This is an optimization exercise on Yosys and OpenROAD, whose aim is small area, a short achievable clock period and few clock cycles per item, not a production implementation. At most, simulation tests tie the RTL to the original design; equivalence was not proved. Function not checked in run 5: the RTL went through the layout flow alone. Power and IR drop assume default switching activity.

**flow/run.sh**
```bash
#!/bin/bash
# The standard layout (standard.sh: the ORFS flow, from its standard synthesis to the
# final DEF), with one change: the placer buffers every input and output port with the
# smallest buffer, sky130_fd_sc_hd__buf_1, rather than its default pick (a 10 um2 delay
# buffer). Timing repair still resizes any port buffer that a path needs faster.
# The make output goes to standard.log; ORFS's per-step logs are under orfs/logs/.
set -euo pipefail
export BUFFER_PORTS_ARGS="-buffer_cell sky130_fd_sc_hd__buf_1"
bash standard.sh > standard.log 2>&1
```
**standard.sh**
```bash
#!/bin/bash
# synth_recipe.tcl (not shown) runs the flow's synth.tcl, then flattens the netlist and writes it again
# the make line also repeats each setting of config.mk as NAME=value (left out here)
make -C /OpenROAD-flow-scripts/flow DESIGN_CONFIG=/design/flow/config.mk WORK_HOME=/design/flow/orfs CLKGATE_MAP_FILE= SYNTH_SCRIPT=/design/flow/synth_recipe.tcl "${@:-finish}"
```
**config.mk**
```make
export PLATFORM = sky130hd
export DESIGN_NAME = ex_stage_mc
export DESIGN_NICKNAME = ex_stage_mc
export VERILOG_FILES = /design/flow/design.v
export SDC_FILE = /design/flow/constraint.sdc
export NUM_CORES = 4
export LEC_CHECK = 0
export CAP_MARGIN = 20
export CORE_MARGIN = 2
export CORE_UTILIZATION = 40
export PLACE_DENSITY = 0.75
export SETUP_SLACK_MARGIN = 4.0
export SLEW_MARGIN = 20
```
**constraint.sdc**
```tcl
create_clock -name core_clock -period 9.0 [get_ports {CLK}]
set_input_delay 1.8000 -clock core_clock [delete_from_list [all_inputs] [get_ports {CLK}]]
set_output_delay 1.8000 -clock core_clock [all_outputs]
set_load 0.01 [all_outputs]
```
**design.v**
```verilog
module ex_stage_mc #(
   parameter int DATA_W  = 32,
   parameter int RADDR_W = 5,
   parameter int MUL_BPC = 1
) (
   input  logic               CLK,
   input  logic               RESET,
   input  logic               in_valid,
   output logic               in_ready,
   input  logic               flush,
   input  logic [DATA_W-1:0]  PCPlus4_in,
   input  logic [DATA_W-1:0]  imm_signExtended_in,
   input  logic [DATA_W-1:0]  imm_zeroExtended_in,
   input  logic [DATA_W-1:0]  rs_reg_in,
   input  logic [DATA_W-1:0]  rt_reg_in,
   input  logic [RADDR_W-1:0] rt_addr_in,
   input  logic [RADDR_W-1:0] rd_addr_in,
   input  logic [4:0]         shamt_in,
   input  logic               RegWriteD,
   input  logic               MemtoRegD,
   input  logic               MemWriteD,
   input  logic               BranchD,
   input  logic               JumpD,
   input  logic               RegDstD,
   input  logic [5:0]         ALUopD,
   input  logic [5:0]         ALUfunctD,
   output logic               out_valid,
   input  logic               out_ready,
   output logic               RegWriteE,
   output logic               MemtoRegE,
   output logic               MemWriteE,
   output logic               BranchE,
   output logic               JumpE,
   output logic [5:0]         ALUopE,
   output logic [DATA_W-1:0]  WriteData_out,
   output logic [DATA_W-1:0]  PCBranch_out,
   output logic [RADDR_W-1:0] wb_addr_out,
   output logic [DATA_W-1:0]  ALUOut,
   output logic [DATA_W-1:0]  hi_out,
   output logic [DATA_W-1:0]  lo_out,
   output logic               busy
);
   localparam int W  = DATA_W;
   localparam int SW = W + 9;           
   logic               vld;             
   logic               mrun;            
   logic [1:0]         cnt;             
   logic               msgn;            
   logic [W-1:0]       alu_q, pcb_q, wd_q, hi, lo;
   logic [RADDR_W-1:0] wb_q;
   logic [5:0]         op_q;
   logic               regw_q, m2r_q, memw_q, br_q, jmp_q;
   logic cap, is_mul;
   assign out_valid = vld && !mrun;
   assign busy      = vld && mrun;
   assign in_ready  = !mrun && (!vld || out_ready);
   assign cap       = in_valid && in_ready && !flush;
   logic [5:0] op, fn;
   logic rtype, s_add, s_and, s_or, s_xor, s_nor, s_slt, s_sltu;
   logic s_sll, s_srl, s_sra, s_hi, s_lo, s_pc, s_imm, s_immz;
   assign op     = ALUopD;
   assign fn     = ALUfunctD;
   assign rtype  = (op == 6'h00);
   assign is_mul = rtype && (fn[5:1] == 5'b01100);
   assign s_imm  = (op == 6'h08) || (op == 6'h09) || (op == 6'h23) || (op == 6'h2B);
   assign s_add  = (rtype && (fn[5:2] == 4'b1000)) || s_imm || (op == 6'h04) || (op == 6'h05);
   assign s_immz = (op == 6'h0C) || (op == 6'h0D);
   assign s_and  = (rtype && (fn == 6'h24)) || (op == 6'h0C);
   assign s_or   = (rtype && (fn == 6'h25)) || (op == 6'h0D);
   assign s_xor  = rtype && (fn == 6'h26);
   assign s_nor  = rtype && (fn == 6'h27);
   assign s_slt  = rtype && (fn == 6'h2A);
   assign s_sltu = rtype && (fn == 6'h2B);
   assign s_sll  = rtype && (fn == 6'h00);
   assign s_srl  = rtype && (fn == 6'h02);
   assign s_sra  = rtype && (fn == 6'h03);
   assign s_hi   = rtype && (fn == 6'h10);
   assign s_lo   = rtype && (fn == 6'h12);
   assign s_pc   = (op == 6'h03);
   logic [W-1:0] rs, rt, addb, lopb, sum, shin, shout, shres, alu;
   logic [W+1:0] sumc;
   logic         sltu, slt, a_sub, a_imm;
   logic signed [W:0] shx, shy;     
   assign rs   = rs_reg_in;
   assign rt   = rt_reg_in;
   assign a_sub = op[2] || (fn[1] && !op[3] && !op[5]);
   assign a_imm = op[3] || op[5];
   assign addb = a_imm ? imm_signExtended_in : (rt ^ {W{a_sub}});
   assign sumc = {1'b0, rs, 1'b1} + {1'b0, addb, a_sub};    
   assign sum  = sumc[W:1];
   assign sltu = !sumc[W+1];
   assign slt  = (rs[W-1] ^ rt[W-1]) ? rs[W-1] : sum[W-1];
   assign lopb = s_immz ? imm_zeroExtended_in : rt;
   always_comb begin
      for (int i = 0; i < W; i++) shin[i] = fn[1] ? rt[i] : rt[W-1-i];
   end
   assign shx   = {fn[0] && rt[W-1], shin};
   assign shy   = shx >>> shamt_in;
   assign shout = shy[W-1:0];
   always_comb begin
      for (int i = 0; i < W; i++) shres[i] = fn[1] ? shout[i] : shout[W-1-i];
   end
   assign alu = ({W{s_add}} & sum)
              | ({W{s_and}} & (rs & lopb))
              | ({W{s_or}}  & (rs | lopb))
              | ({W{s_xor}} & (rs ^ rt))
              | ({W{s_nor}} & ~(rs | rt))
              | {{(W-1){1'b0}}, (s_slt && slt) || (s_sltu && sltu)}
              | ({W{s_sll || s_srl || s_sra}} & shres)
              | ({W{s_hi}} & hi_v)
              | ({W{s_lo}} & lo)
              | ({W{s_pc}} & PCPlus4_in);
   always_ff @(posedge CLK or posedge RESET) begin
      if (RESET)                         vld <= 1'b0;
      else if (flush)                    vld <= 1'b0;
      else if (cap)                      vld <= 1'b1;
      else if (out_valid && out_ready)   vld <= 1'b0;
   end
   always_ff @(posedge CLK) begin
      if (cap) begin
         alu_q  <= alu;
         pcb_q  <= PCPlus4_in + (imm_signExtended_in << 2);
         wd_q   <= rt_reg_in;
         wb_q   <= (op == 6'h03) ? RADDR_W'(31) : (RegDstD ? rd_addr_in : rt_addr_in);
         op_q   <= ALUopD;
         regw_q <= RegWriteD;
         m2r_q  <= MemtoRegD;
         memw_q <= MemWriteD;
         br_q   <= BranchD;
         jmp_q  <= JumpD;
      end
   end
   logic [W:0]    a33;                  
   logic [W+1:0]  ax;                   
   logic [11:0]   bsel, bsel_nxt;       
   logic          bext, bext_nxt;       
   logic          hx;                   
   logic [3:0]    pend;                 
   logic [W+1:0]  row [4];
   logic [SW-1:0] o [6];
   logic [SW-1:0] s1, c1, s2, c2, s3, c3, s4, c4, s;
   logic [3:0]    co;
   logic [W-1:0]  hi_v;                 
   logic          last;
   localparam logic [SW-1:0] CK = (SW'(1) << (W+2)) | (SW'(1) << (W+4)) | (SW'(1) << (W+6))
                                | (SW'(1) << (W+8));
   function automatic logic [2:0] booth(input logic [2:0] b);
      booth[2] = b[2] && !(b[1] && b[0]);                           
      booth[1] = (b[2] && !b[1] && !b[0]) || (!b[2] && b[1] && b[0]);  
      booth[0] = b[1] ^ b[0];                                       
   endfunction
   assign a33  = {msgn && wd_q[W-1], wd_q};
   assign ax   = {a33[W], a33};
   assign last = (cnt == 2'd3);
   always_comb begin
      logic [8:0] nb;
      nb = mrun ? lo[15:7] : {rs_reg_in[7:0], 1'b0};
      for (int d = 0; d < 4; d++) bsel_nxt[3*d +: 3] = booth(nb[2*d +: 3]);
      bext_nxt = mrun && (cnt == 2'd2) && !msgn && lo[15];
   end
   always_comb begin
      for (int d = 0; d < 4; d++)
         for (int j = 0; j < W + 2; j++)
            row[d][j] = ((bsel[3*d] && ax[j]) || (bsel[3*d+1] && (j > 0 ? ax[j-1] : 1'b0)))
                        ^ bsel[3*d+2];
   end
   always_comb begin
      for (int k = 0; k < 6; k++) o[k] = '0;
      o[0][W-1:0] = hi;
      o[0][W]     = hx;
      o[0][W+1]   = !hx;
      for (int d = 0; d < 4; d++) begin
         o[d+1][2*d +: W+2] = {!row[d][W+1], row[d][W:0]};
         o[5][2*d]          = bsel[3*d+2];    
      end
      o[5][W+7:8] = bext ? wd_q : '0;
      o[1] = o[1] | CK;
   end
   function automatic logic [SW-1:0] fa_s(input logic [SW-1:0] a, b, c);
      fa_s = a ^ b ^ c;
   endfunction
   function automatic logic [SW-1:0] fa_c(input logic [SW-1:0] a, b, c);
      fa_c = ((a & b) | (a & c) | (b & c)) << 1;
   endfunction
   assign s1 = fa_s(o[0], o[1], o[2]);
   assign c1 = fa_c(o[0], o[1], o[2]);
   assign s2 = fa_s(o[3], o[4], o[5]);
   assign c2 = fa_c(o[3], o[4], o[5]);
   assign s3 = fa_s(s1, c1, s2);
   assign c3 = fa_c(s1, c1, s2);
   assign s4 = fa_s(s3, c3, c2);
   assign c4 = fa_c(s3, c3, c2);
   always_comb begin
      logic [9:0] b;
      for (int k = 0; k < 4; k++) begin
         b = {1'b0, s4[8*k +: 8], 1'b1} + {1'b0, c4[8*k +: 8], pend[k]};
         s[8*k +: 8] = b[8:1];
         co[k]       = b[9];
      end
      s[SW-1:32] = s4[SW-1:32] + c4[SW-1:32];
   end
   assign hi_v = hi + {pend[3], 7'b0, pend[2], 7'b0, pend[1], 7'b0, pend[0]};
   always_ff @(posedge CLK or posedge RESET) begin
      if (RESET) begin
         mrun <= 1'b0;
         hi   <= '0;
         hx   <= 1'b0;
         pend <= '0;
         lo   <= '0;
      end else if (cap && is_mul) begin
         mrun <= 1'b1;
         hi   <= '0;
         hx   <= 1'b0;
         pend <= '0;
         lo   <= rs_reg_in;
      end else if (mrun) begin
         {hx, hi} <= s[SW-1:8];
         pend     <= co;
         lo       <= {s[7:0], lo[W-1:8]};
         if (last) mrun <= 1'b0;
      end
   end
   always_ff @(posedge CLK) begin
      cnt  <= mrun ? cnt + 2'd1 : 2'd0;
      bsel <= bsel_nxt;
      bext <= bext_nxt;
      if (cap) msgn <= !fn[0];
   end
   assign ALUOut        = alu_q;
   assign PCBranch_out  = pcb_q;
   assign WriteData_out = wd_q;
   assign wb_addr_out   = wb_q;
   assign ALUopE        = op_q;
   assign RegWriteE     = regw_q && out_valid;
   assign MemtoRegE     = m2r_q  && out_valid;
   assign MemWriteE     = memw_q && out_valid;
   assign BranchE       = br_q   && out_valid;
   assign JumpE         = jmp_q  && out_valid;
   assign hi_out        = hi_v;
   assign lo_out        = lo;
endmodule
```
==> results of run 1 <==
## final timing paths
check	to	slack [ns]
worst min-delay path	cnt[0]$_SDFF_PN0_	0.44
min in group asynchronous	vld$_DFFE_PP0P_	1.49
worst max register to register	hx$_DFFE_PP0P_	4.29
worst min register to register	cnt[0]$_SDFF_PN0_	0.44
worst max-delay path	hi_out[16]	4.04
max in group asynchronous	mrun$_DFF_PP0_	6.90
## flip-flops by register name, summed over array words and instances (netlist names), 5 cells and up
| register | count |
|---|---|
| alu_q | 32 |
| pcb_q | 32 |
| bsel | 12 |
| wd_q | 32 |
| op_q | 6 |
| wb_q | 5 |
| hi | 32 |
| lo | 32 |
## through the flow
step | hold WS (ns) | setup WS [ns] | cell area, um2 | total power [mW] | instances
2_1_floorplan | 0.402 | 3.89 | 24800 | 5.19 | 2812
3_3_place_gp | 0.412 | 3.19 | 26800 | 6.70 | 3841
3_5_place_dp | 0.428 | 3.12 | 26800 | 6.77 | 3841
4_1_cts | 0.442 | 3.91 | 27600 | 7.71 | 3876
5_1_grt | 0.450 | 4.00 | 27900 | 8.53 | 3884
6_report | 0.441 | 4.04 | 27900 | 7.86 | 3893
## final cells by class
class	instances	area share [%]
sequential	199	19.6
timing repair buffer	443	7.03
clock buffer	20	1.64
tap	790	3.54
clock inverter	12	0.476
inverter	361	4.89
multi-input combinational	2059	62.7
antenna	9	0.0807
## per-layer routing
layer,up-vias,wire length [um]
met4,14,7930
met2,1862,47200
li1,10600,-
met5,-,86
met3,391,13100
met1,11900,38200
## report_power, final
group          internal (mW)  leakage, nW  switching, mW
sequential              1.13         2.03          0.258
clock                  0.385        0.290          0.442
combinational           2.28         9.26           3.36
## cell families (layout without fill, tap and decap cells)
| family | count (synthesis) | count (layout) | synth area share (%) |
|---|---|---|---|
| and+or+nand+nor | 552 | 553 | 10.7 |
| AOI/OAI and AO/OA | 786 | 786 | 21.9 |
| muxes | 147 | 147 | 7.74 |
| adders and majority gates | 293 | 293 | 18.9 |
| DFF | 199 | 199 | 22.1 |
| buffers and inverters | 555 | 836 | 8.79 |
| xor gates and xnor gates | 280 | 280 | 9.91 |
| other | 0 | 9 | 0 |
## synthesized netlist by cell type (17+ instances only)
master / number / area, um2
a211oi_1: 23 / 173
a21o_1: 25 / 188
a21oi_1: 132 / 661
a221o_1: 29 / 290
a221oi_1: 20 / 175
a222oi_1: 29 / 290
a22oi_1: 155 / 1160
and2_1: 42 / 263
and3_1: 17 / 106
buf_1: 21 / 78.8
buf_2: 26 / 130
clkbuf_1: 138 / 518
dfrtp_1: 71 / 1780
edfxtp_1: 113 / 3390
fa_1: 134 / 2680
ha_1: 159 / 1990
inv_1: 358 / 1340
mux2_2: 20 / 225
mux2i_1: 95 / 951
mux4_2: 27 / 608
nand2_1: 232 / 871
nand3_1: 34 / 170
nor2_1: 106 / 398
nor3_1: 30 / 150
o211ai_1: 27 / 203
o21ai_0: 175 / 876
o21bai_1: 21 / 158
o31ai_1: 27 / 203
xnor2_1: 214 / 1870
xor2_1: 66 / 578
## what timing repair did
item,4_1_cts,5_1_grt
endpoints found under the hold margin,0,0
pin swaps,3,11
endpoints found under the setup margin,49,43
gates resized for setup,31,29
gates cloned,0,2
setup buffers,3,6
==> results_dict.tcl, run 1 <==
set metrics [dict create \
    multi_input_area_um2 17500 \
    cts_sinks 199 \
    max_stage_delay_ns 0.83 \
    power.density_nw_per_um2 282 \
    die-area_um2 63900 \
    crit_fanout 6 \
    reg2reg_from "bsel[5]$_DFF_P_" \
    first_iter_violations 3111 \
    path_cells "nand4_1 -> nor2_1 -> a31oi_1 -> nor4_1 -> xor2_1 -> buf_1" \
    seqCellArea_um2 5480 \
    fin_util_pct 45.4 \
    cp_data_required_time_ns 7.20 \
    hold_violations 0 \
    worst-path-buf-inv 1 \
    path_depth 6 \
    crit_family "simple AND/OR/NAND/NOR gates" \
    die_h_um 253 \
    drc 0 \
    slew_viol_final 0 \
    floorplan.initialDensity_pct 40.3 \
    grtUsageMet1_pct 39.7 \
    syn_inst 2812 \
    numPortBuffers 376 \
    drtAntennaViolNets 0 \
    dr.pass1.iters 10 \
    fin_crit_sh_pct 55.1 \
    cp.arrival_ns 3.16 \
    peakVddDrop_mv 0.235 \
    place_congestion 1.06 \
    yosysSeqAreaShare_pct 22.1 \
    pin_count 377 \
    syn-cell-area_um2 24800 \
    setup_viol 0 \
    clk_latency_ns 0.51 \
    yosys_warnings 3 \
    via_per_inst 6.35 \
    top_usage_layer "met2" \
    fillers 6028 \
    fin_skew_ns 0.0192 \
    areaGrowthSynthToFinish_pct 12.7 \
    cts_tree "yes" \
    syn-num-nets 3303 \
    cp_slowest_cell "xor2_1" \
    num_rows 91 \
    grt_max_degree 75 \
    rsz0062_at_grt "no" \
    grt_pass1_vias 23700 \
    async_reset_ff_share_pct 35.7 \
    die_x_um 253 \
    dp_hpwl_um 81100 \
    r2r_cells 19 \
    layout.nets 3572 \
    synth.distinct_cells 97 \
    synth_edf_count 113 \
    layout_commonest_cell "buf_1" \
    ys_ff_latch 199 \
    wl_per_cell_um 27.4 \
    max_freq_ghz 0.202 \
    vias 24700 \
    startpoint_type "flop" \
    clock_path_buffers 2 \
    min-delay-start "cnt[0]$_SDFF_PN0_" \
    cts-hold-fix-buffers 0 \
    status "no timing/DRC/antenna violations" \
    clockRootBuffer "clkbuf_16" \
    htreeDepth 4 \
    tightestPinTransition_ns 1.11 \
    critical_path_class "reg2out" \
    synthFlopType "edfxtp_1" \
    clkTransAtPathRegs_ns 0.08 \
    fin_tns_setup_ns 0 \
    core_um2 61500 \
    postSynthAreaPerCell_um2 8.80 \
    antenna_found_initial 14 \
    grt_util_met2_pct 50.9 \
    grt_use_met3_pct 9.45 \
    fin_crit_ns 4.96 \
    hp-class "reg2reg" \
    numCtsBuffers 17 \
    worstSetupEndpointType "output port" \
    maxCapViolCount 0 \
    drive_above_1_share_pct 7.60 \
    final_cell_mix "buf_1 (372), inv_1 (357), nand2_1 (232), xnor2_1 (199), o21ai_0 (171)" \
    wl_um 107000 \
    crit_start "hi[3]$_DFFE_PP0P_" \
    whs_path_depth 1 \
    track_usage_pct 32.8 \
    grt_first_pass_wirelength_um 155000 \
    slew_headroom_pct 25.4 \
    grt-ovfl-total 0 \
    p_leak_nw 11.6 \
]
Testbench counts, summed over its fixed seeds: cycles 6,172, instrs 4,000.
==> run 2: changes to the inputs <==
--- a/config.mk
+++ b/config.mk
@@ -7,7 +7,6 @@
 export LEC_CHECK = 0
 export CAP_MARGIN = 20
 export CORE_MARGIN = 2
-export CORE_UTILIZATION = 40
-export PLACE_DENSITY = 0.75
+export CORE_UTILIZATION = 50
 export SETUP_SLACK_MARGIN = 4.0
 export SLEW_MARGIN = 20
==> results_dict.tcl, run 2 <==
set metrics [dict create \
    floorplan.initialDensity_pct 50.6 \
    syn-num-nets 3303 \
    synth.most_common_cell "inv_1" \
    final_cell_area_um2 27800 \
    switching_share_pct 51.5 \
    maxCapViolCount 0 \
    die_h_um 226 \
    wl_um 109000 \
    max_freq_ghz 0.201 \
    synth.largest_area_cell "edfxtp_1" \
    grt_pass1_vias 23700 \
    synth.distinct_cells 97 \
    syn-cell-area_um2 24800 \
    num_rows 81 \
    grt_first_pass_wirelength_um 157000 \
    numCtsBuffers 17 \
    cp.arrival_ns 5.22 \
    hp-class "reg2reg" \
    cts_tree "yes" \
    areaGrowthSynthToFinish_pct 12.4 \
    slew_viol_final 0 \
    dr.pass1.iters 8 \
    cp_data_required_time_ns 9.24 \
    p_leak_nw 11.6 \
    worst_hold_slack_ns 0.442 \
    fin_skew_ns 0.0184 \
    crit_fanout 30 \
    yosys_warnings 3 \
    drtAntennaViolNets 0 \
    cts-hold-fix-buffers 0 \
    syn_inst 2812 \
    final_cell_mix "buf_1 (369), inv_1 (357), nand2_1 (232), xnor2_1 (201), o21ai_0 (172)" \
    core_um2 49000 \
    synthFlopType "edfxtp_1" \
    grt_max_degree 72 \
    drc 0 \
    fin_util_pct 56.8 \
    slew_headroom_pct 20.3 \
    power_switching_mw 4.04 \
    async_reset_ff_share_pct 35.7 \
    worstSetupEndpointType "flop" \
    startpoint_type "input port" \
    vias 24300 \
    p_int_mw 3.81 \
    dp_cells 3719 \
    first_iter_violations 2632 \
    status "no timing/DRC/antenna violations" \
    yosysSeqAreaShare_pct 22.1 \
    pwr-share-seq_pct 17.8 \
    synth_edf_count 113 \
    clk_latency_ns 0.53 \
    die-area_um2 51300 \
    synth_common_cells "inv_1 (358), nand2_1 (232), xnor2_1 (214), o21ai_0 (175), ha_1 (159)" \
    pin_count 377 \
    rsz0062_at_grt "yes" \
    layout_commonest_cell "buf_1" \
    place_congestion 1.03 \
    clkTransAtPathRegs_ns 0.08 \
    htreeDepth 4 \
    peakVddDrop_mv 0.280 \
    clkPwrFrac_pct 10.8 \
    wl_per_cell_um 28.9 \
    track_usage_pct 42.3 \
    power.density_nw_per_um2 282 \
    ys_ff_latch 199 \
    critical_path_class "in2reg" \
    numPortBuffers 376 \
    clock_path_buffers 2 \
    stdcell_count 3766 \
    fin_crit_ns 4.98 \
    postSynthAreaPerCell_um2 8.80 \
    dp_hpwl_um 82600 \
    die_x_um 226 \
    clockRootBuffer "clkbuf_16" \
    tightestPinTransition_ns 1.19 \
    synth_top_area_share_pct 13.7 \
    fin_tns_setup_ns 0 \
    via_per_inst 6.47 \
    hold_violations 0 \
    fin_crit_sh_pct 55.3 \
    cts_sinks 199 \
    grt-ovfl-total 0 \
    layout.nets 3578 \
    antenna_found_initial 6 \
    synthTopCellsByArea "edfxtp_1 (14%), fa_1 (11%), ha_1 (8.0%)" \
    combPwrFrac_pct 71.4 \
    drive_above_1_share_pct 8.23 \
    setup_viol 0 \
    placed_cell_area_um2 26700 \
]
[run 2: cell types whose count changed in the layout (fill, tap and decap cells not counted), moves of 3 or more]
cell / delta
dfxtp_4: +4
clkbuf_2: +3
diode_2: -7
dfrtp_2: +4
buf_6: +7
buf_1: -3
dfxtp_1: -6
dfrtp_1: -4
[run 2: area by class of cell]
class                           count  area [um2]
Sequential cell                   199        5500
Clock buffer                       19         464
Timing Repair Buffer              449        2010
Clock inverter                     13         153
Fill cell                        4638       21100
Antenna cell                        2        5.00
Tap cell                          664         831
Multi-Input combinational cell   2059       17500
Inverter                          361        1360
[run 2: kinds of logic after synthesis]
| logic type | synth area share (%) |
|---|---|
| simple gates | 10.7 |
| mux | 7.74 |
| buf+inv | 8.79 |
| flops | 22.1 |
| xor+xnor | 9.91 |
| compound gates | 21.9 |
| fa+ha+maj | 18.9 |
[run 2: power groups by stage]
stage                     clock (mW)  combinational [mW]  sequential [mW]
after global routing           0.886                6.24             1.41
after floorplan                    0                3.89             1.30
after global placement             0                5.32             1.39
after CTS                      0.856                5.52             1.38
after detailed placement           0                5.40             1.38
final                          0.850                5.61             1.40
[run 2: worst paths after layout]
path / from / endpoint / slack [ns] / depth (start not counted)
min reg2reg: cnt[0]$_SDFF_PN0_ / cnt[0]$_SDFF_PN0_ / 0.44 / 1
min in group asynchronous: RESET / hi[7]$_DFFE_PP0P_ / 1.45 / 3
max reg2reg: bsel[3]$_DFF_P_ / hx$_DFFE_PP0P_ / 4.24 / 19
max in group asynchronous: RESET / mrun$_DFF_PP0_ / 6.96 / 3
min: cnt[0]$_SDFF_PN0_ / cnt[0]$_SDFF_PN0_ / 0.44 / 1
max: ALUopD[0] / alu_q[19]$_DFFE_PP_ / 4.02 / 9
[run 2: what timing repair did]
item,CTS,global route
setup endpoints to repair,65,27
resized for setup,38,36
pin swaps,2,8
hold endpoints to repair,0,0
setup buffers,1,10
cloned,1,0
[run 2: worst max-delay path: stages]
cell	delay (ns)
buf_1	0.64
or3_1	0.31
nor2_1	0.22
a32oi_4	0.67
buf_4	0.42
o21ai_0	0.14
a221oi_1	0.42
o211ai_1	0.17
a221o_1	0.38
[run 2: per-layer routing]
layer  vias to the layer above  GRT usage (%)  share of wire [%]
met5                         -              0              0.052
met4                         8           28.0                7.4
met3                       380           9.97                9.2
met2                      1433           66.8                 46
met1                     12000           51.7                 37
li1                      10600              -                  -
[run 2: stage by stage]
step	setup slack [ns]	power, mW
2_1_floorplan	3.89	5.19
3_3_place_gp	2.56	6.71
3_5_place_dp	2.45	6.78
4_1_cts	3.92	7.75
5_1_grt	3.99	8.53
6_report	4.02	7.85
==> run 3: changes to the inputs <==
--- a/config.mk
+++ b/config.mk
@@ -7,6 +7,6 @@
 export LEC_CHECK = 0
 export CAP_MARGIN = 20
 export CORE_MARGIN = 2
-export CORE_UTILIZATION = 50
+export CORE_UTILIZATION = 45
 export SETUP_SLACK_MARGIN = 4.0
 export SLEW_MARGIN = 20
==> results_dict.tcl, run 3 <==
set metrics [dict create \
    synthFlopType "edfxtp_1" \
    areaGrowthSynthToFinish_pct 13.0 \
    critical_path_class "reg2out" \
    path_cells "ha_1 -> nand3_1 -> o31ai_4 -> a21oi_2 -> nor3_2 -> o21ai_1 -> nor4_2 -> xnor2_2 -> buf_1" \
    grt_use_met3_pct 7.98 \
    cts_tree "yes" \
    clock_path_buffers 2 \
    drc 0 \
    syn-cell-area_um2 24800 \
    syn_inst 2812 \
    dr.pass1.iters 8 \
    clockRootBuffer "clkbuf_16" \
    place_congestion 1.02 \
    muxShareOfSynthArea_pct 7.74 \
    seqCellArea_um2 5480 \
    die_x_um 239 \
    top_usage_layer "met2" \
    power.density_nw_per_um2 285 \
    synth.largest_area_cell "edfxtp_1" \
    rsz0062_at_grt "yes" \
    clkTransAtPathRegs_ns 0.09 \
    wl_per_cell_um 30.0 \
    antenna_found_initial 11 \
    slew_viol_final 0 \
    drive_above_1_share_pct 8.41 \
    grt_pass1_vias 24300 \
    clk_latency_ns 0.52 \
    dp_cells 3754 \
    postSynthAreaPerCell_um2 8.80 \
    floorplan.initialDensity_pct 45.7 \
    startpoint_type "flop" \
    synthTopCellsByArea "edfxtp_1 (14%), fa_1 (11%), ha_1 (8.0%)" \
    die-area_um2 56900 \
    hp-class "reg2reg" \
    grt_first_pass_wirelength_um 165000 \
    cp.arrival_ns 3.24 \
    track_usage_pct 40.0 \
    dp_hpwl_um 89500 \
    multi_input_area_um2 17500 \
    worst_hold_slack_ns 0.455 \
    async_reset_ff_share_pct 35.7 \
    synth_common_cells "inv_1 (358), nand2_1 (232), xnor2_1 (214), o21ai_0 (175), ha_1 (159)" \
    synthXorXnorAreaFrac_pct 9.91 \
    switching_share_pct 52.2 \
    numCtsBuffers 17 \
    via_per_inst 6.48 \
    die_h_um 239 \
    vias 24700 \
    syn-num-nets 3303 \
    num_rows 85 \
    clkPwrFrac_pct 10.8 \
    wl_um 114000 \
    p_int_mw 3.81 \
    crit_fanout 5 \
    synth_top_area_share_pct 13.7 \
    fin_skew_ns 0.0189 \
    fin_tns_setup_ns 0 \
    combPwrFrac_pct 71.8 \
    synth_compound_area_share_pct 21.9 \
    fillers 5164 \
    synth_edf_count 113 \
    yosys_warnings 3 \
    regToRegSetupSlack_ns 4.28 \
    maxCapViolCount 0 \
    synth-simple-area-share_pct 10.7 \
    synthAdderAreaFrac_pct 18.9 \
    layout.nets 3583 \
    final_cell_mix "buf_1 (370), inv_1 (357), nand2_1 (231), xnor2_1 (198), o21ai_0 (171)" \
    setup_viol 0 \
    htreeDepth 4 \
    drtAntennaViolNets 0 \
    ys_ff_latch 199 \
    worstSetupEndpointType "output port" \
    fin_crit_sh_pct 56.0 \
    fin_crit_ns 5.04 \
    cp_slowest_cell "xnor2_2" \
    tightestPinTransition_ns 1.19 \
    cts-hold-fix-buffers 0 \
    status "no timing/DRC/antenna violations" \
    cts_sinks 199 \
    pwr-share-seq_pct 17.4 \
    yosysSeqAreaShare_pct 22.1 \
    grt-ovfl-total 0 \
    layout_commonest_cell "buf_1" \
    numPortBuffers 376 \
    stdcell_count 3810 \
    pin_count 377 \
    power_switching_mw 4.17 \
    peakVddDrop_mv 0.346 \
    max_freq_ghz 0.198 \
    max_stage_delay_ns 0.52 \
    cp_data_required_time_ns 7.20 \
    first_iter_violations 3129 \
    core_um2 54100 \
    synth.most_common_cell "inv_1" \
    p_leak_nw 11.7 \
    grt_util_met2_pct 64.8 \
    grt_max_degree 67 \
    synth.distinct_cells 97 \
    hold_violations 0 \
    synth_top_family_by_area "compound AO/OA/AOI/OAI gates" \
    slew_headroom_pct 20.5 \
    grtUsageMet1_pct 49.6 \
]
-- run 3: final cells by class --
cell class	instances	area share (%)
clock buffers	17	1.52
clock inverters	15	0.689
flip-flops and latches	199	19.6
multi-input cells	2059	62.7
well taps	696	3.11
diodes	9	0.0805
repair buffers	454	7.39
inverters	361	4.87
-- run 3: timing repair --
action,in CTS,in global routing
setup endpoints to repair,55,35
pin swaps,5,14
cloned,1,0
gates resized for setup,42,36
setup buffers,8,6
hold endpoints to repair,0,0
-- run 3: per-stage QoR --
| stage | area [um2] | setup slack, ns | power (mW) | utilization, % |
|---|---|---|---|---|
| 3_5_place_dp | 26800 | 2.56 | 6.91 | 49.5 |
| 6_report | 28000 | 3.96 | 7.98 | 51.7 |
| 4_1_cts | 27700 | 3.96 | 7.88 | 51.2 |
| 2_1_floorplan | 24800 | 3.89 | 5.19 | - |
| 5_1_grt | 28000 | 3.83 | 8.64 | 51.6 |
| 3_3_place_gp | 26800 | 2.65 | 6.80 | 49.5 |
-- run 3: worst paths after layout --
check	cells past startpoint	start	to
worst max-delay path	9	pend[1]$_DFFE_PP0P_	hi_out[29]
worst min-delay path	1	cnt[0]$_SDFF_PN0_	cnt[0]$_SDFF_PN0_
worst max register to register	18	bsel[2]$_DFF_P_	hx$_DFFE_PP0P_
worst min register to register	1	cnt[0]$_SDFF_PN0_	cnt[0]$_SDFF_PN0_
max in group asynchronous	3	RESET	mrun$_DFF_PP0_
min in group asynchronous	2	RESET	hi[30]$_DFFE_PP0P_
-- run 3: layer usage --
metal	vias to the layer above	routed length, um
met5	-	23
met4	4	7590
met3	344	10500
met2	1499	53400
met1	12300	42800
li1	10600	-
-- run 3: kinds of logic after synthesis --
group           count (synthesis)
compound gates                786
xor+xnor                      280
fa+ha+maj                     293
buf+inv                       555
flops                         199
mux                           147
simple gates                  552
-- run 3: power by group through the flow --
stage          Clock, mW  Sequential [mW]  Combinational, mW
5_1_grt            0.895             1.40               6.34
3_5_place_dp           0             1.39               5.51
3_3_place_gp           0             1.39               5.41
4_1_cts            0.866             1.38               5.64
2_1_floorplan          0             1.30               3.89
6_report           0.860             1.39               5.73
-- run 3: critical path: cells and delay by family (launching register included) --
kind	cells	cell delay, ns
AOI/OAI and AO/OA	3	0.82
adders and majority gates	1	0.36
DFF	1	0.45
buffers and inverters	1	0.22
xor gates and xnor gates	1	0.52
and+or+nand+nor	3	0.37
==> run 4: changes to the inputs <==
--- a/config.mk
+++ b/config.mk
@@ -7,6 +7,6 @@
 export LEC_CHECK = 0
 export CAP_MARGIN = 20
 export CORE_MARGIN = 2
-export CORE_UTILIZATION = 45
+export CORE_UTILIZATION = 40
 export SETUP_SLACK_MARGIN = 4.0
 export SLEW_MARGIN = 20
==> results_dict.tcl, run 4 <==
set metrics [dict create \
    dp_cells 3838 \
    startpoint_type "flop" \
    place_congestion 1.04 \
    crit_start "hi[1]$_DFFE_PP0P_" \
    maxCapViolCount 0 \
    drc 0 \
    fin_skew_ns 0.0204 \
    rsz0062_at_grt "yes" \
    dp_hpwl_um 88600 \
    worst-path-buf-inv 1 \
    synth.most_common_cell "inv_1" \
    p_int_mw 3.80 \
    clk_latency_ns 0.53 \
    synthFlopType "edfxtp_1" \
    grt_first_pass_wirelength_um 163000 \
    fin_crit_sh_pct 54.8 \
    grt-ovfl-total 0 \
    max_freq_ghz 0.203 \
    pin_count 377 \
    vias 24600 \
    numPortBuffers 376 \
    fin_crit_ns 4.93 \
    cp_slowest_cell "dfrtp_1" \
    syn-num-nets 3303 \
    clkTransAtPathRegs_ns 0.09 \
    synth_top_area_share_pct 13.7 \
    wl_um 113000 \
    clkPwrFrac_pct 10.9 \
    path_cells "ha_4 -> nand4_1 -> o21ai_2 -> a21oi_2 -> o41a_1 -> xnor2_2 -> buf_1" \
    synth_common_cells "inv_1 (358), nand2_1 (232), xnor2_1 (214), o21ai_0 (175), ha_1 (159)" \
    setup_ws_ns 4.07 \
    clock_path_buffers 2 \
    stdcell_count 3885 \
    track_usage_pct 35.2 \
    p_leak_nw 11.6 \
    die_h_um 253 \
    min-delay-start "cnt[0]$_SDFF_PN0_" \
    hp-class "reg2reg" \
    cts_sinks 199 \
    fillers 6019 \
    drive_above_1_share_pct 7.64 \
    synth.largest_area_cell "edfxtp_1" \
    layout.nets 3569 \
    tightestPinTransition_ns 1.08 \
    crit_fanout 7 \
    worstSetupEndpointType "output port" \
    areaGrowthSynthToFinish_pct 12.7 \
    postSynthAreaPerCell_um2 8.80 \
    cts-hold-fix-buffers 0 \
    cts_tree "yes" \
    hold_violations 0 \
    pwr-share-seq_pct 17.9 \
    synthTopCellsByArea "edfxtp_1 (14%), fa_1 (11%), ha_1 (8.0%)" \
    layout_commonest_cell "buf_1" \
    grt_max_degree 74 \
    final_cell_mix "buf_1 (370), inv_1 (357), nand2_1 (232), xnor2_1 (202), o21ai_0 (172)" \
    max_stage_delay_ns 0.57 \
    die_x_um 253 \
    via_per_inst 6.32 \
    combPwrFrac_pct 71.1 \
    synth_edf_count 113 \
    switching_share_pct 51.8 \
    status "no timing/DRC/antenna violations" \
    floorplan.initialDensity_pct 40.3 \
    critical_path_class "reg2out" \
    place_ws_ns 2.96 \
    drtAntennaViolNets 0 \
    p_total_mw 7.88 \
    slew_headroom_pct 27.8 \
    setup_viol 0 \
    clockRootBuffer "clkbuf_16" \
    fin_tns_setup_ns 0 \
    syn-cell-area_um2 24800 \
    dr.pass1.iters 8 \
    cp.arrival_ns 3.13 \
    power.density_nw_per_um2 283 \
    ys_ff_latch 199 \
    wl_per_cell_um 29.2 \
    die-area_um2 63900 \
    first_iter_violations 2728 \
    synth.distinct_cells 97 \
    num_rows 91 \
    core_um2 61500 \
    grt_pass1_vias 24000 \
    yosysSeqAreaShare_pct 22.1 \
    syn_inst 2812 \
    cp_data_required_time_ns 7.20 \
    htreeDepth 4 \
    crit_family "compound AO/OA/AOI/OAI gates" \
    async_reset_ff_share_pct 35.7 \
    peakVddDrop_mv 0.171 \
    power_switching_mw 4.08 \
    numCtsBuffers 17 \
    yosys_warnings 3 \
    antenna_found_initial 13 \
    slew_viol_final 0 \
    reg2reg_from "bsel[5]$_DFF_P_" \
]
## run 4: changes by cell type in the layout (fill, tap and decap cells not counted), moves of 3 or more
cell	delta
buf_4	-6
buf_6	-6
xnor2_2	-6
diode_2	-5
ha_2	-4
xnor2_1	+4
a211oi_1	+3
buf_2	-3
clkbuf_2	+3
ha_4	+3
## run 4: path summary, 6_finish.rpt
path | end | slack [ns] | cells after the start
hold / removal | cnt[0]$_SDFF_PN0_ | 0.45 | 1
max in group asynchronous | hi[0]$_DFFE_PP0P_ | 6.95 | 3
setup / recovery | hi_out[26] | 4.07 | 7
hold reg to reg | cnt[0]$_SDFF_PN0_ | 0.45 | 1
setup reg to reg | hi[15]$_DFFE_PP0P_ | 4.23 | 18
min in group asynchronous | hi[31]$_DFFE_PP0P_ | 1.39 | 3
## run 4: cell type report
cell class | count | area [um2] | share of cell area, %
clock buffer | 17 | 425 | 1.53
antenna | 4 | 10.0 | 0.0359
tap | 790 | 988 | 3.54
multi-input combinational | 2058 | 17500 | 62.7
timing repair buffer | 441 | 1950 | 7.00
inverter | 361 | 1360 | 4.86
sequential | 199 | 5490 | 19.7
clock inverter | 15 | 184 | 0.660
## run 4: power groups by stage
stage                     logic [mW]  registers, mW  clock network [mW]
after global placement          5.32           1.41                   0
after global routing            6.26           1.42               0.901
after detailed placement        5.40           1.41                   0
final                           5.60           1.41               0.863
after floorplan                 3.89           1.30                   0
after CTS                       5.51           1.39               0.869
## run 4: cells by family (layout without fill, tap and decap cells)
kind of cell    after synthesis  count (layout)  share of synthesized area, %
buf+inv                     555             834                          8.79
xor+xnor                    280             280                          9.91
mux                         147             147                          7.74
compound gates              786             786                          21.9
other cells                   0               4                             0
simple gates                552             552                          10.7
flops                       199             199                          22.1
fa+ha+maj                   293             293                          18.9
## run 4: routing by layer
layer,vias to the layer above,track usage [%],part of all wire (%)
met5,-,0,0.050
met4,8,19.8,6.2
met3,312,6.87,9.2
met2,1518,55.9,45
met1,12200,44.8,39
li1,10500,-,-
## run 4: stage by stage
step           instance area [um2]  util, %  hold WS [ns]
2_1_floorplan                24800        -         0.402
3_3_place_gp                 26800     43.6         0.413
3_5_place_dp                 26800     43.6         0.432
4_1_cts                      27700     45.0         0.446
5_1_grt                      27900     45.3         0.489
6_report                     27900     45.4         0.446
## run 4: repair_timing
| action | CTS | global route |
|---|---|---|
| setup buffers | 0 | 10 |
| endpoints found under the setup margin | 34 | 30 |
| resized for setup | 36 | 24 |
| pin swaps | 1 | 12 |
| cloned | 1 | 0 |
==> run 5: changes to the inputs <==
--- a/design.v
+++ b/design.v
@@ -41,7 +41,7 @@
    output logic               busy
 );
    localparam int W  = DATA_W;
-   localparam int SW = W + 9;           
+   localparam int SW = W + 8;           
    logic               vld;             
    logic               mrun;            
    logic [1:0]         cnt;             
@@ -107,7 +107,7 @@
               | ({W{s_nor}} & ~(rs | rt))
               | {{(W-1){1'b0}}, (s_slt && slt) || (s_sltu && sltu)}
               | ({W{s_sll || s_srl || s_sra}} & shres)
-              | ({W{s_hi}} & hi_v)
+              | ({W{s_hi}} & hi)
               | ({W{s_lo}} & lo)
               | ({W{s_pc}} & PCPlus4_in);
    always_ff @(posedge CLK or posedge RESET) begin
@@ -134,16 +134,11 @@
    logic [W+1:0]  ax;                   
    logic [11:0]   bsel, bsel_nxt;       
    logic          bext, bext_nxt;       
-   logic          hx;                   
-   logic [3:0]    pend;                 
    logic [W+1:0]  row [4];
    logic [SW-1:0] o [6];
    logic [SW-1:0] s1, c1, s2, c2, s3, c3, s4, c4, s;
-   logic [3:0]    co;
-   logic [W-1:0]  hi_v;                 
    logic          last;
-   localparam logic [SW-1:0] CK = (SW'(1) << (W+2)) | (SW'(1) << (W+4)) | (SW'(1) << (W+6))
-                                | (SW'(1) << (W+8));
+   localparam logic [SW-1:0] CK = (SW'(1) << (W+2)) | (SW'(1) << (W+4)) | (SW'(1) << (W+6));
    function automatic logic [2:0] booth(input logic [2:0] b);
       booth[2] = b[2] && !(b[1] && b[0]);                           
       booth[1] = (b[2] && !b[1] && !b[0]) || (!b[2] && b[1] && b[0]);  
@@ -166,14 +161,14 @@
    end
    always_comb begin
       for (int k = 0; k < 6; k++) o[k] = '0;
-      o[0][W-1:0] = hi;
-      o[0][W]     = hx;
-      o[0][W+1]   = !hx;
+      o[0][W-1:0] = {hi[W-1], hi[W-2:0]};
+      o[0][W]     = hi[W-1];
+      o[0][W+1]   = !hi[W-1];
       for (int d = 0; d < 4; d++) begin
          o[d+1][2*d +: W+2] = {!row[d][W+1], row[d][W:0]};
          o[5][2*d]          = bsel[3*d+2];    
       end
-      o[5][W+7:8] = bext ? wd_q : '0;
+      o[5][SW-1:8] = bext ? wd_q : '0;
       o[1] = o[1] | CK;
    end
    function automatic logic [SW-1:0] fa_s(input logic [SW-1:0] a, b, c);
@@ -190,33 +185,19 @@
    assign c3 = fa_c(s1, c1, s2);
    assign s4 = fa_s(s3, c3, c2);
    assign c4 = fa_c(s3, c3, c2);
-   always_comb begin
-      logic [9:0] b;
-      for (int k = 0; k < 4; k++) begin
-         b = {1'b0, s4[8*k +: 8], 1'b1} + {1'b0, c4[8*k +: 8], pend[k]};
-         s[8*k +: 8] = b[8:1];
-         co[k]       = b[9];
-      end
-      s[SW-1:32] = s4[SW-1:32] + c4[SW-1:32];
-   end
-   assign hi_v = hi + {pend[3], 7'b0, pend[2], 7'b0, pend[1], 7'b0, pend[0]};
+   assign s  = s4 + c4;
    always_ff @(posedge CLK or posedge RESET) begin
       if (RESET) begin
          mrun <= 1'b0;
          hi   <= '0;
-         hx   <= 1'b0;
-         pend <= '0;
          lo   <= '0;
       end else if (cap && is_mul) begin
          mrun <= 1'b1;
          hi   <= '0;
-         hx   <= 1'b0;
-         pend <= '0;
          lo   <= rs_reg_in;
       end else if (mrun) begin
-         {hx, hi} <= s[SW-1:8];
-         pend     <= co;
-         lo       <= {s[7:0], lo[W-1:8]};
+         hi   <= s[SW-1:8];
+         lo   <= {s[7:0], lo[W-1:8]};
          if (last) mrun <= 1'b0;
       end
    end
@@ -236,6 +217,6 @@
    assign MemWriteE     = memw_q && out_valid;
    assign BranchE       = br_q   && out_valid;
    assign JumpE         = jmp_q  && out_valid;
-   assign hi_out        = hi_v;
+   assign hi_out        = hi;
    assign lo_out        = lo;
 endmodule
==> results_dict.tcl, run 5 <==
set metrics [dict create \
    synth.most_common_cell "inv_1" \
    status "no timing/DRC/antenna violations" \
    stdcell_count 3786 \
    drtAntennaViolNets 0 \
    ys_ff_latch 194 \
    dp_hpwl_um 88100 \
    fin_tns_setup_ns 0 \
    die_h_um 248 \
    clkPwrFrac_pct 9.2 \
    drive_above_1_share_pct 11.6 \
    final_cell_area_um2 27900 \
    place_ws_ns 2.45 \
    fin_crit_sh_pct 55.4 \
    tightestPinTransition_ns 1.12 \
    syn_inst 2657 \
    synth.distinct_cells 76 \
    p_int_mw 4.49 \
    rsz0062_at_grt "yes" \
    setup_viol 0 \
    numPortBuffers 376 \
    synthTopCellsByArea "edfxtp_1 (14%), fa_1 (11%), ha_1 (8.0%)" \
    max_stage_delay_ns 0.72 \
    layout_commonest_cell "buf_1" \
    worstSetupEndpointType "flop" \
    startpoint_type "input port" \
    slew_headroom_pct 25.5 \
    combPwrFrac_pct 74.4 \
    cp_slowest_cell "clkdlybuf4s15_1" \
    fillers 5728 \
    switching_share_pct 52.1 \
    slew_viol_final 0 \
    p_total_mw 9.37 \
    hp-class "reg2reg" \
    place_congestion 0.994 \
    wl_um 116000 \
    dp_cells 3672 \
    synth.largest_area_cell "edfxtp_1" \
    grt-ovfl-total 0 \
    antenna_found_initial 7 \
    clockRootBuffer "clkbuf_16" \
    clkTransAtPathRegs_ns 0.08 \
    power_switching_mw 4.88 \
    critical_path_class "in2reg" \
    peakVddDrop_mv 0.508 \
    worst-path-buf-inv 2 \
    core_um2 58800 \
    maxCapViolCount 0 \
    num_rows 89 \
    cts_sinks 194 \
    htreeDepth 4 \
    synth_edf_count 113 \
    pin_count 377 \
    wl_per_cell_um 30.6 \
    clock_path_buffers 2 \
    grt_pass1_vias 22700 \
    seqCellArea_um2 5370 \
    grt_first_pass_wirelength_um 164000 \
    path_cells "clkdlybuf4s15_1 -> inv_1 -> xnor2_1 -> o21ai_0 -> ha_1 -> a21o_1 -> a21oi_1 -> o21ai_0 -> o221ai_1 -> a2111oi_0 -> and3_1 -> o221ai_1" \
    clk_latency_ns 0.52 \
    final_cell_mix "buf_1 (368), inv_1 (274), nand2_1 (213), o21ai_0 (202), xnor2_1 (148)" \
    crit_family "compound AO/OA/AOI/OAI gates" \
    cp.arrival_ns 5.23 \
    worst_hold_slack_ns 0.451 \
    multi_input_area_um2 17100 \
    floorplan.initialDensity_pct 40.4 \
    fin_crit_ns 4.99 \
    crit_fanout 8 \
    synth_top_area_share_pct 14.3 \
    p_leak_nw 11.6 \
    fin_util_pct 47.5 \
    syn-num-nets 3136 \
    vias 24100 \
    synthFlopType "edfxtp_1" \
    setup_ws_ns 4.01 \
    max_freq_ghz 0.200 \
    power.density_nw_per_um2 336 \
    numCtsBuffers 17 \
    syn-cell-area_um2 23700 \
    cts_tree "yes" \
    yosysSeqAreaShare_pct 22.5 \
    track_usage_pct 37.2 \
    drc 0 \
    synth_common_cells "inv_1 (275), nand2_1 (214), o21ai_0 (209), clkbuf_1 (165), ha_1 (151)" \
    grt_max_degree 72 \
    die_x_um 248 \
    postSynthAreaPerCell_um2 8.93 \
    layout.nets 3478 \
    placed_cell_area_um2 26000 \
    async_reset_ff_share_pct 34.0 \
    first_iter_violations 3077 \
    via_per_inst 6.37 \
    areaGrowthSynthToFinish_pct 17.6 \
    cp_data_required_time_ns 9.24 \
    yosys_warnings 3 \
    fin_skew_ns 0.0180 \
    dr.pass1.iters 10 \
    pwr-share-seq_pct 16.4 \
    hold_violations 0 \
    die-area_um2 61300 \
]
## run 5: cell count changes after synthesis, sizes merged, moves of 27 or more
cell	previous run	this run
xnor2	214	150
a21o	25	52
xor2	66	101
o21ai	183	210
buf	56	29
nor2	109	136
inv	359	276
clkbuf	138	165
## run 5: cell families after synthesis
family                   count (synthesis)  share of synthesized area, %
AO/OA/AOI/OAI                          779                          22.3
AND/OR/NAND/NOR                        517                          9.84
buffers and inverters                  471                          7.59
adder cells (fa/ha/maj)                281                          18.9
XOR/XNOR                               251                          9.26
flip-flops                             194                          22.5
multiplexers                           164                          9.62
## run 5: area by class of cell
| cell class | count | area share [%] |
|---|---|---|
| Multi-Input combinational cell | 1992 | 61.2 |
| Sequential cell | 194 | 19.2 |
| Tap cell | 773 | 3.46 |
| Antenna cell | 1 | 0.00896 |
| Clock inverter | 13 | 0.641 |
| Timing Repair Buffer | 517 | 10.1 |
| Clock buffer | 19 | 1.63 |
| Inverter | 277 | 3.72 |
## run 5: power groups by stage
stage	sequential, mW	combinational (mW)	clock (mW)
final	1.54	6.97	0.861
after detailed placement	1.56	6.09	0
after global routing	1.53	7.69	0.902
after floorplan	1.32	4.53	0
after global placement	1.55	6.05	0
after CTS	1.53	6.38	0.872
## run 5: path summary, 6_finish.rpt
check	start	to	slack [ns]	cells past startpoint
max	rt_reg_in[29]	alu_q[0]$_DFFE_PP_	4.01	12
min	cnt[0]$_SDFF_PN0_	cnt[0]$_SDFF_PN0_	0.45	1
max reg2reg	wd_q[7]$_DFFE_PP_	hi[21]$_DFFE_PP0P_	4.05	18
min reg2reg	cnt[0]$_SDFF_PN0_	cnt[0]$_SDFF_PN0_	0.45	1
max in group asynchronous	RESET	mrun$_DFF_PP0_	6.80	3
min in group asynchronous	RESET	hi[31]$_DFFE_PP0P_	1.55	3
## run 5: worst register-to-register path, cell delays in order (launching register included)
cell	delay, ns
edfxtp_1	0.53
buf_4	0.21
a22oi_2	0.13
xor2_1	0.22
fa_1	0.46
fa_1	0.54
inv_1	0.05
fa_1	0.50
ha_2	0.32
and4_1	0.24
and3_1	0.18
o211ai_1	0.08
buf_4	0.16
a21oi_2	0.08
or3_4	0.34
a311o_1	0.38
a21oi_2	0.15
xor2_1	0.18
o22ai_1	0.09
## run 5: repair_timing
action,CTS,global route
cloned,1,3
endpoints found under the setup margin,54,34
resized for setup,52,72
pin swaps,5,24
setup buffers,46,31
hold buffers,0,0
## run 5: per-layer routing
layer | vias to the layer above | wire length [um] | GRT usage (%)
li1 | 10300 | - | -
met1 | 12000 | 45100 | 48.2
met2 | 1513 | 51500 | 57.2
met3 | 324 | 11400 | 8.03
met4 | 10 | 7810 | 21.6
met5 | - | 62 | 0

## what the ideal ports hide
Ports are ideal in the flow. The routed layouts listed here were re-timed in OpenROAD.
Step 1 assumes that a clkbuf_16 drives the clock port and a buf_2 every other input.
Step 2 adds t to the input delays and takes it off the output delays; t is the mean of the earliest and latest rising clock arrival at the registers after step 1. Input paths then give back, and output paths get back, about the clock's delay inside the block.
a / b / c = no drivers / after step 1 / after step 2; a / b = the first two.
run	shift t [ns]	setup WS [ns]	worst hold slack (ns)	worst setup path after step 2	latest minus earliest clock arrival (ns)
run 1	0.564	4.039 / 3.979 / 3.506	0.441 / 0.441 / 0.441	input to register	0.024 / 0.024
run 2	0.579	4.025 / 4.012 / 3.480	0.442 / 0.442 / 0.442	input to register	0.020 / 0.020
run 3	0.575	3.957 / 3.895 / 3.484	0.455 / 0.455 / 0.455	input to register	0.020 / 0.020
run 4	0.585	4.067 / 4.004 / 3.558	0.446 / 0.446 / 0.446	input to register	0.021 / 0.021
run 5	0.576	4.011 / 4.048 / 3.472	0.451 / 0.451 / 0.451	input to register	0.026 / 0.026
After both steps setup and hold are still met in every run listed. The setup slack of run 2, which loses most, moves by -0.013 ns with the drivers and by -0.545 ns with both steps.
